This is an optimization exercise on Yosys and OpenROAD, whose aim is small area, not a production implementation. In this exercise RTL edits were held to simulation tests only and were not proved equivalent to the original. Power figures rest on the tool's default switching activity, not on a simulated workload.

File: flow/design.v
`default_nettype none
package bpred_pkg;
  typedef logic [32-1:0] pcT;
  typedef struct packed {
    logic call;
    logic ret;
    logic jump;
    logic branch;
  } iClassT;
  typedef struct packed {
    logic   valid;
    pcT     nextPc;
    iClassT iClass;
    logic   dirTaken;
  } predT;
  typedef struct packed {
    logic   valid;
    pcT     pc;
    iClassT iClass;
    logic   taken;
    pcT     target;
  } resolveT;
  typedef struct packed {
    logic bpWrong;
    logic dirWrong;
    logic classWrong;
  } reportT;
endpackage
`default_nettype wire
`timescale 1ns/100ps
`default_nettype none
module stageReg #(
  parameter int WIDTH = 1
) (
  input  logic             clk,
  input  logic             rstN,
  input  logic             en,
  input  logic             clr,
  input  logic [WIDTH-1:0] d,
  output logic [WIDTH-1:0] q
);
  always_ff @(posedge clk or negedge rstN) begin
    if (!rstN) begin
      q <= '0;
    end else if (clr) begin
      q <= '0;
    end else if (en) begin
      q <= d;
    end
  end
endmodule
`default_nettype wire
`timescale 1ns/100ps
`default_nettype none
module dirPredictor (
  input  logic            clk,
  input  logic            rstN,
  input  bpred_pkg::pcT   pcF,
  output logic            dirTakenF,
  input  logic            train,
  input  bpred_pkg::pcT   pcE,
  input  logic            taken
);
  localparam int numEntries = 1 << 6;
  logic [1:0]              ctrQ [numEntries];
  logic [6-1:0] idxF;
  logic [6-1:0] idxE;
  logic [1:0]              ctrE;
  logic [1:0]              ctrNextE;
  assign idxF = pcF[6+1:2];
  assign idxE = pcE[6+1:2];
  assign dirTakenF = ctrQ[idxF][1];
  assign ctrE = ctrQ[idxE];
  always_comb begin
    ctrNextE = ctrE;
    if (taken && ctrE != 2'b11) begin
      ctrNextE = ctrE + 2'b01;
    end
    if (!taken && ctrE != 2'b00) begin
      ctrNextE = ctrE - 2'b01;
    end
  end
  always_ff @(posedge clk or negedge rstN) begin
    if (!rstN) begin
      for (int i = 0; i < numEntries; i++) begin
        ctrQ[i] <= 2'b01;
      end
    end else if (train) begin
      ctrQ[idxE] <= ctrNextE;
    end
  end
endmodule
`default_nettype wire
`timescale 1ns/100ps
`default_nettype none
module targetBuffer (
  input  logic                clk,
  input  logic                rstN,
  input  bpred_pkg::pcT       pcF,
  output logic                hitF,
  output bpred_pkg::pcT       targetF,
  output bpred_pkg::iClassT   iClassF,
  input  logic                update,
  input  bpred_pkg::resolveT  resolveE
);
  localparam int numEntries = 1 << 4;
  localparam int tagBits    = 32 - 4 - 2;
  logic [numEntries-1:0]   validQ;
  logic [tagBits-1:0]      tagMem    [numEntries];
  logic [32-1:0]     targetMem [numEntries];
  logic [3:0]              classMem  [numEntries];
  logic [4-1:0] idxF;
  logic [tagBits-1:0]      tagF;
  logic [4-1:0] idxE;
  logic [tagBits-1:0]      tagE;
  logic                    hitE;
  logic                    isCtrlE;
  logic                    writeE;
  logic                    invalidateE;
  assign idxF = pcF[4+1:2];
  assign tagF = pcF[32-1:4+2];
  assign hitF    = validQ[idxF] && (tagMem[idxF] == tagF);
  assign targetF = targetMem[idxF];
  assign iClassF = hitF ? classMem[idxF] : '0;
  assign idxE = resolveE.pc[4+1:2];
  assign tagE = resolveE.pc[32-1:4+2];
  assign hitE    = validQ[idxE] && (tagMem[idxE] == tagE);
  assign isCtrlE = |resolveE.iClass;
  assign writeE      = update && isCtrlE;
  assign invalidateE = update && !isCtrlE && hitE;
  always_ff @(posedge clk or negedge rstN) begin
    if (!rstN) begin
      validQ <= '0;
    end else if (writeE) begin
      validQ[idxE] <= 1'b1;
    end else if (invalidateE) begin
      validQ[idxE] <= 1'b0;
    end
  end
  always_ff @(posedge clk) begin
    if (writeE) begin
      tagMem[idxE]    <= tagE;
      targetMem[idxE] <= resolveE.target;
      classMem[idxE]  <= resolveE.iClass;
    end
  end
endmodule
`default_nettype wire
`timescale 1ns/100ps
`default_nettype none
module returnStack (
  input  logic                clk,
  input  logic                rstN,
  output bpred_pkg::pcT       topF,
  input  logic                update,
  input  bpred_pkg::resolveT  resolveE
);
  localparam int depth   = 4;
  localparam int ptrBits = $clog2(depth);
  logic [32-1:0] stackQ [depth];
  logic [ptrBits-1:0] ptrQ;
  logic [ptrBits-1:0] ptrInc;
  logic [ptrBits-1:0] ptrDec;
  logic               push;
  logic               pop;
  assign ptrInc = (ptrQ == ptrBits'(depth - 1)) ? '0 : ptrQ + 1'b1;
  assign ptrDec = (ptrQ == '0) ? ptrBits'(depth - 1) : ptrQ - 1'b1;
  assign topF = stackQ[ptrDec];
  assign push = update && resolveE.iClass.call;
  assign pop  = update && resolveE.iClass.ret;
  always_ff @(posedge clk or negedge rstN) begin
    if (!rstN) begin
      ptrQ <= '0;
      for (int i = 0; i < depth; i++) begin
        stackQ[i] <= '0;
      end
    end else if (push) begin
      stackQ[ptrQ] <= resolveE.pc + bpred_pkg::pcT'(4);
      ptrQ         <= ptrInc;
    end else if (pop) begin
      ptrQ <= ptrDec;
    end
  end
endmodule
`default_nettype wire
`timescale 1ns/100ps
`default_nettype none
module bpred (
  input  logic                clk,
  input  logic                rstN,
  input  logic                stall,
  input  logic                flush,
  input  logic                fetchValid,
  input  bpred_pkg::pcT       pcF,
  output bpred_pkg::predT     predF,
  input  bpred_pkg::resolveT  resolveE,
  output logic                bpWrongE,
  output bpred_pkg::pcT       pcCorrectE,
  output bpred_pkg::reportT   reportM
);
  logic               dirTakenF;
  logic               btbHitF;
  bpred_pkg::pcT      btbTargetF;
  bpred_pkg::iClassT  btbClassF;
  bpred_pkg::pcT      rasTopF;
  bpred_pkg::pcT      pcPlus4F;
  bpred_pkg::pcT      nextPcF;
  bpred_pkg::predT    predD;
  bpred_pkg::predT    predE;
  bpred_pkg::pcT      pcD;
  bpred_pkg::pcT      pcE;
  logic               stageEn;
  logic               trainE;
  logic               checkE;
  bpred_pkg::reportT  reportE;
  assign stageEn = !stall;
  dirPredictor dirPred (
    .clk, .rstN,
    .pcF, .dirTakenF,
    .train(trainE && resolveE.iClass.branch),
    .pcE,
    .taken(resolveE.taken)
  );
  targetBuffer btb (
    .clk, .rstN,
    .pcF, .hitF(btbHitF), .targetF(btbTargetF), .iClassF(btbClassF),
    .update(trainE), .resolveE
  );
  returnStack ras (
    .clk, .rstN,
    .topF(rasTopF),
    .update(trainE), .resolveE
  );
  assign pcPlus4F = pcF + bpred_pkg::pcT'(4);
  always_comb begin
    nextPcF = pcPlus4F;
    if (btbHitF) begin
      if (btbClassF.ret) begin
        nextPcF = rasTopF;
      end else if (btbClassF.jump || btbClassF.call) begin
        nextPcF = btbTargetF;
      end else if (btbClassF.branch && dirTakenF) begin
        nextPcF = btbTargetF;
      end
    end
  end
  assign predF.valid    = fetchValid;
  assign predF.nextPc   = nextPcF;
  assign predF.iClass   = btbClassF;
  assign predF.dirTaken = dirTakenF;
  stageReg #(.WIDTH(38)) predDReg (
    .clk, .rstN, .en(stageEn), .clr(flush), .d(predF), .q(predD)
  );
  stageReg #(.WIDTH(32)) pcDReg (
    .clk, .rstN, .en(stageEn), .clr(flush), .d(pcF), .q(pcD)
  );
  stageReg #(.WIDTH(38)) predEReg (
    .clk, .rstN, .en(stageEn), .clr(flush), .d(predD), .q(predE)
  );
  stageReg #(.WIDTH(32)) pcEReg (
    .clk, .rstN, .en(stageEn), .clr(flush), .d(pcD), .q(pcE)
  );
  assign trainE = resolveE.valid && !stall;
  assign checkE = resolveE.valid && predE.valid;
  assign pcCorrectE = resolveE.taken ? resolveE.target
                                     : resolveE.pc + bpred_pkg::pcT'(4);
  assign bpWrongE = checkE && (predE.nextPc != pcCorrectE);
  assign reportE.bpWrong    = bpWrongE;
  assign reportE.dirWrong   = checkE && resolveE.iClass.branch && predE.iClass.branch
                              && (predE.dirTaken != resolveE.taken);
  assign reportE.classWrong = checkE && (predE.iClass != resolveE.iClass);
  stageReg #(.WIDTH(3)) reportMReg (
    .clk, .rstN, .en(stageEn), .clr(flush), .d(reportE), .q(reportM)
  );
endmodule
`default_nettype wire
`timescale 1ns/100ps
`default_nettype none
module bpred_top (
  input  logic        clk,
  input  logic        rstN,
  input  logic        stall,
  input  logic        flush,
  input  logic        fetchValid,
  input  logic [31:0] pcF,
  output logic        predValidF,
  output logic [31:0] predNextPcF,
  output logic [3:0]  predClassF,
  output logic        predDirTakenF,
  input  logic        resolveValidE,
  input  logic [31:0] resolvePcE,
  input  logic [3:0]  resolveClassE,
  input  logic        resolveTakenE,
  input  logic [31:0] resolveTargetE,
  output logic        bpWrongE,
  output logic [31:0] pcCorrectE,
  output logic [2:0]  reportM
);
  bpred_pkg::predT    predF;
  bpred_pkg::resolveT resolveE;
  bpred_pkg::reportT  reportQ;
  assign resolveE.valid  = resolveValidE;
  assign resolveE.pc     = resolvePcE;
  assign resolveE.iClass = resolveClassE;
  assign resolveE.taken  = resolveTakenE;
  assign resolveE.target = resolveTargetE;
  bpred core (
    .clk, .rstN, .stall, .flush,
    .fetchValid, .pcF, .predF,
    .resolveE, .bpWrongE, .pcCorrectE,
    .reportM(reportQ)
  );
  assign predValidF    = predF.valid;
  assign predNextPcF   = predF.nextPc;
  assign predClassF    = predF.iClass;
  assign predDirTakenF = predF.dirTaken;
  assign reportM       = reportQ;
endmodule
`default_nettype wire
File: flow/run.sh
#!/bin/bash
# synth_recipe.tcl (not shown) runs the flow's synth.tcl, then flattens the netlist and writes it again
# the make line also repeats each setting of config.mk as NAME=value (left out here)
make -C /OpenROAD-flow-scripts/flow DESIGN_CONFIG=/design/flow/config.mk WORK_HOME=/design/flow/orfs CLKGATE_MAP_FILE= SYNTH_SCRIPT=/design/flow/synth_recipe.tcl finish
File: flow/config.mk
export PLATFORM = sky130hd
export DESIGN_NAME = bpred_top
export DESIGN_NICKNAME = bpred_top
export VERILOG_FILES = /design/flow/design.v
export SDC_FILE = /design/flow/constraint.sdc
export NUM_CORES = 4
export LEC_CHECK = 0
export CAP_MARGIN = 20
export CORE_MARGIN = 2
export CORE_UTILIZATION = 40
export SETUP_SLACK_MARGIN = 0.2
export SLEW_MARGIN = 20
File: flow/constraint.sdc
create_clock -name core_clock -period 8.0 [get_ports {clk}]
set_input_delay 1.6000 -clock core_clock [delete_from_list [all_inputs] [get_ports {clk}]]
set_output_delay 1.6000 -clock core_clock [all_outputs]
set_load 0.01 [all_outputs]
==> results.yml <==
status:
  status: "no timing/DRC/antenna violations"
global_routing:
  overflow: 0
  grt_usage_pct: 26.25
  grt_pass1_vias: 39650
  grt_start_max_net_pins: 162
  antenna_found_initial: 14
  grt_pass1_wl_mm: 298.1
run:
  max_cap_violations: 0
synth:
  netlist_instances: 4194
  syn_avg_cell_area_um2: 14.93
  synth.distinct_cells: 86
  yosys_warnings: 9
  syn_area_um2: 62610
  synth_nets: 4319
  yosysSeqAreaShare_pct: 62.29
  synth_area_leaders: "edfxtp_1 48%, mux4_2 14%, dfrtp_1 12%"
  synth_edf_count: 992
  synth_top_area_share_pct: 47.58
  synth.largest_area_cell: "edfxtp_1"
  ys_seq_elements: 1357
  async_flop_share_pct: 26.90
  synth_flop_cell: "edfxtp_1"
worst_setup_path:
  critPathCaptureType: "output port"
  crit_path_max_incr_delay_ns: 0.87
  critical_path_class: "in -> out"
  ff2ff_setup_slack_ns: 3.22
  slowest_stage: "clkdlybuf4s50_1"
  worstPathCellList: "clkdlybuf4s50_1, nand3_1, nor3_1, nand4_1, nor4b_1, a2111o_1, nor4b_1, nand4_1, nor2_1, nor2_1, clkdlybuf4s50_1"
  cp-start-kind: "primary input"
  arrival_ns: 5.87
  crit_end: "bpWrongE"
  worstPathMaxFanout: 9
  r2r_end: "core.dirPred.ctrQ[24][1]"
  r2r-start: "core.pcEReg.q[5]"
  cp-startpoint: "resolvePcE[8]"
  required_ns: 6.40
  rr_worst_depth: 15
route:
  postRouteWirelength_mm: 209.7
  vias: 40890
  drt_iter0_drc: 6473
  avgViaCountPerCell: 6.204
  drt-pass1-iter-count: 9
  wl_per_cell_um: 31.82
  ant_nets: 0
  drc: 0
cts:
  ctsHoldBuffers: 0
  cts.clk_slew.worst_paths_ns: 0.05
  clk_latency_ns: 0.82
  cts_tree: "yes"
  clock_sinks: 1357
  clock-root-buffer: "clkbuf_16"
  cts_inserted_buffers: 147
  post_cts_resized: 0
  clockBufferDepth: 3
  cts-htree-levels: 4
  post_cts_buffers: 0
timing:
  setup_slack_ns: 0.5336
  timing_worst_slew_pin_value_ns: 1.191
  rsz0062_at_grt: "no"
  relSlewSlack_pct: 18.57
  slew_violations: 0
  clock_skew_ns: 0.03266
  fin_tns_setup_ns: 0
  fin_crit_ns: 7.466
  post-route-period-util_pct: 93.33
  fmax_ghz: 0.1339
  hold_viol: 0
  setup_viol: 0
place:
  gp_congestion: 0.9782
  dp_hpwl_mm: 137.3
  port_buffers: 180
  preCtsSetupSlack_ns: 0.3767
die:
  die_x_um: 399.6
  ioPinCount: 181
  die_area_um2: 159700
  num_rows: 145
  core_um2: 155800
  chipHeight_um: 399.6
  initial_core_util_pct: 40.18
power:
  power.total_uw: 17390
  p_int_uw: 12680
  clockPowerShare_pct: 38.8
  peakVddDrop_uv: 227.0
  p_seq_share_pct: 47.4
  p_leak_uw: 0.02520
  p_comb_share_pct: 13.8
  power.density_nw_per_um2: 240.4
  p_sw_share_pct: 27.06
  p_sw_uw: 4705
layout:
  antenna_cells: 0
  final_layout_size_suffix_gt1_share_pct: 21.99
  layout.nets: 4536
  syn2layout_area_growth_pct: 15.49
worst_hold_path:
  hold_path_class: "reg -> reg"
## cell families after synthesis
logic type                 synth area share (%)
AOI/OAI and AO/OA                         7.927
and+or+nand+nor                           6.646
adders and majority gates                0.3597
muxes                                     18.06
buffers and inverters                     2.686
DFF                                       62.29
xor gates and xnor gates                  2.024
## worst min path at each step
stage / startpoint / endpoint / slack (ns) / depth (start not counted)
finish: core.dirPred.ctrQ[5][0] / core.dirPred.ctrQ[5][0] / 0.46 / 2
global route: core.dirPred.ctrQ[5][0] / core.dirPred.ctrQ[5][0] / 0.48 / 2
CTS: core.dirPred.ctrQ[5][0] / core.dirPred.ctrQ[5][0] / 0.46 / 2
detailed placement: core.dirPred.ctrQ[5][0] / core.dirPred.ctrQ[5][0] / 0.45 / 2
global placement: core.dirPred.ctrQ[1][0] / core.dirPred.ctrQ[1][0] / 0.45 / 2
floorplan: core.predDReg.q[7] / core.predDReg.q[7] / 0.44 / 2
## cell type report
type                       instances  area (µm²)
fill                           13430       83530
sequential                      1357       39000
multi-input combinational       2447       22150
clock buffer                     199        4100
timing repair buffer             370        3481
tap                             2058        2575
clock inverter                    72       669.4
inverter                          88       332.8
## power groups by stage
stage               registers, µW  logic (µW)  clock network [µW]
floorplan                    8300        1430                   0
global placement             8360        2330                   0
detailed placement           8370        2360                   0
CTS                          8230        2370                6830
global route                 8290        2570                7110
finish                       8240        2400                6740
## synthesized netlist by cell type (all sizes together), types with 88 or more instances
master	instances
o21ai	194
a21oi	168
mux4	380
buf	118
mux2	88
dfrtp	301
nand2	297
nor2	315
inv	88
edfxtp	992
mux2i	176
clkbuf	184
## placed cells by master (no fill, tap or decap), types with 88 or more instances in the layout
cell type,Yosys,routed
dfrtp_1,301,301
a21oi_1,168,167
buf_4,19,173
nand2_1,297,297
clkbuf_16,0,152
mux4_2,380,380
mux2_2,88,88
mux2i_1,176,176
nor2_1,315,303
edfxtp_1,992,992
o21ai_0,180,180
clkdlybuf4s50_1,0,167
## sequential cells by signal, indices dropped and copies added, names as in the netlist, named ones only
| signal | count |
|---|---|
| core.btb.classMem | 64 |
| core.btb.tagMem | 416 |
| core.btb.targetMem | 512 |
| core.dirPred.ctrQ | 128 |
| core.pcDReg.q | 6 |
| core.pcEReg.q | 6 |
| core.predDReg.q | 38 |
| core.predEReg.q | 38 |
| core.ras.ptrQ | 2 |
| core.ras.stackQ | 128 |
| core.reportMReg.q | 3 |
## worst max-delay path, delay by kind of cell
family	cells	cell delay, ns
AOI/OAI and AO/OA	1	0.35
buffers and inverters	2	1.36
and+or+nand+nor	8	2.54
## per-stage QoR
step	cells	util, %	cell area (µm²)	hold slack [ns]
2_1_floorplan	4194	-	62620	0.4425
3_3_place_gp	6318	43.31	67490	0.4489
3_5_place_dp	6320	43.34	67530	0.4544
4_1_cts	6591	46.40	72300	0.4625
5_1_grt	6591	46.40	72310	0.4826
6_report	6591	46.40	72310	0.4624
## per-layer routing
layer | wire [µm] | GRT usage, % | share of wire, %
met5 | 83 | 0 | 0.040
met4 | 8630 | 9.398 | 4.1
met3 | 22860 | 6.581 | 11
met2 | 92530 | 38.74 | 44
met1 | 85610 | 37.66 | 41

afterwards: timing with drivers on the ports:
The results above use ideal ports. As a check the final layout listed here was re-extracted and re-timed, cells and wires unchanged. Step 1 assumes that a clkbuf_16 drives the clock port and a buf_2 every other input. Step 2, shift: input delay + t, output delay - t, t = (earliest + latest rising clock arrival at the registers) / 2. This alone moves slack from input paths to output paths. a / b / c = ideal ports / drivers / drivers and shift; a / b = the first two.
t, ns: 0.881
slack for setup (ns): 0.534 / 0.499 / 0.499
hold WS [ns]: 0.462 / 0.462 / 0.462
After both steps this run still meets setup and hold. For this run, drivers alone change the setup slack by -0.035 ns; drivers and shift together by -0.035 ns.
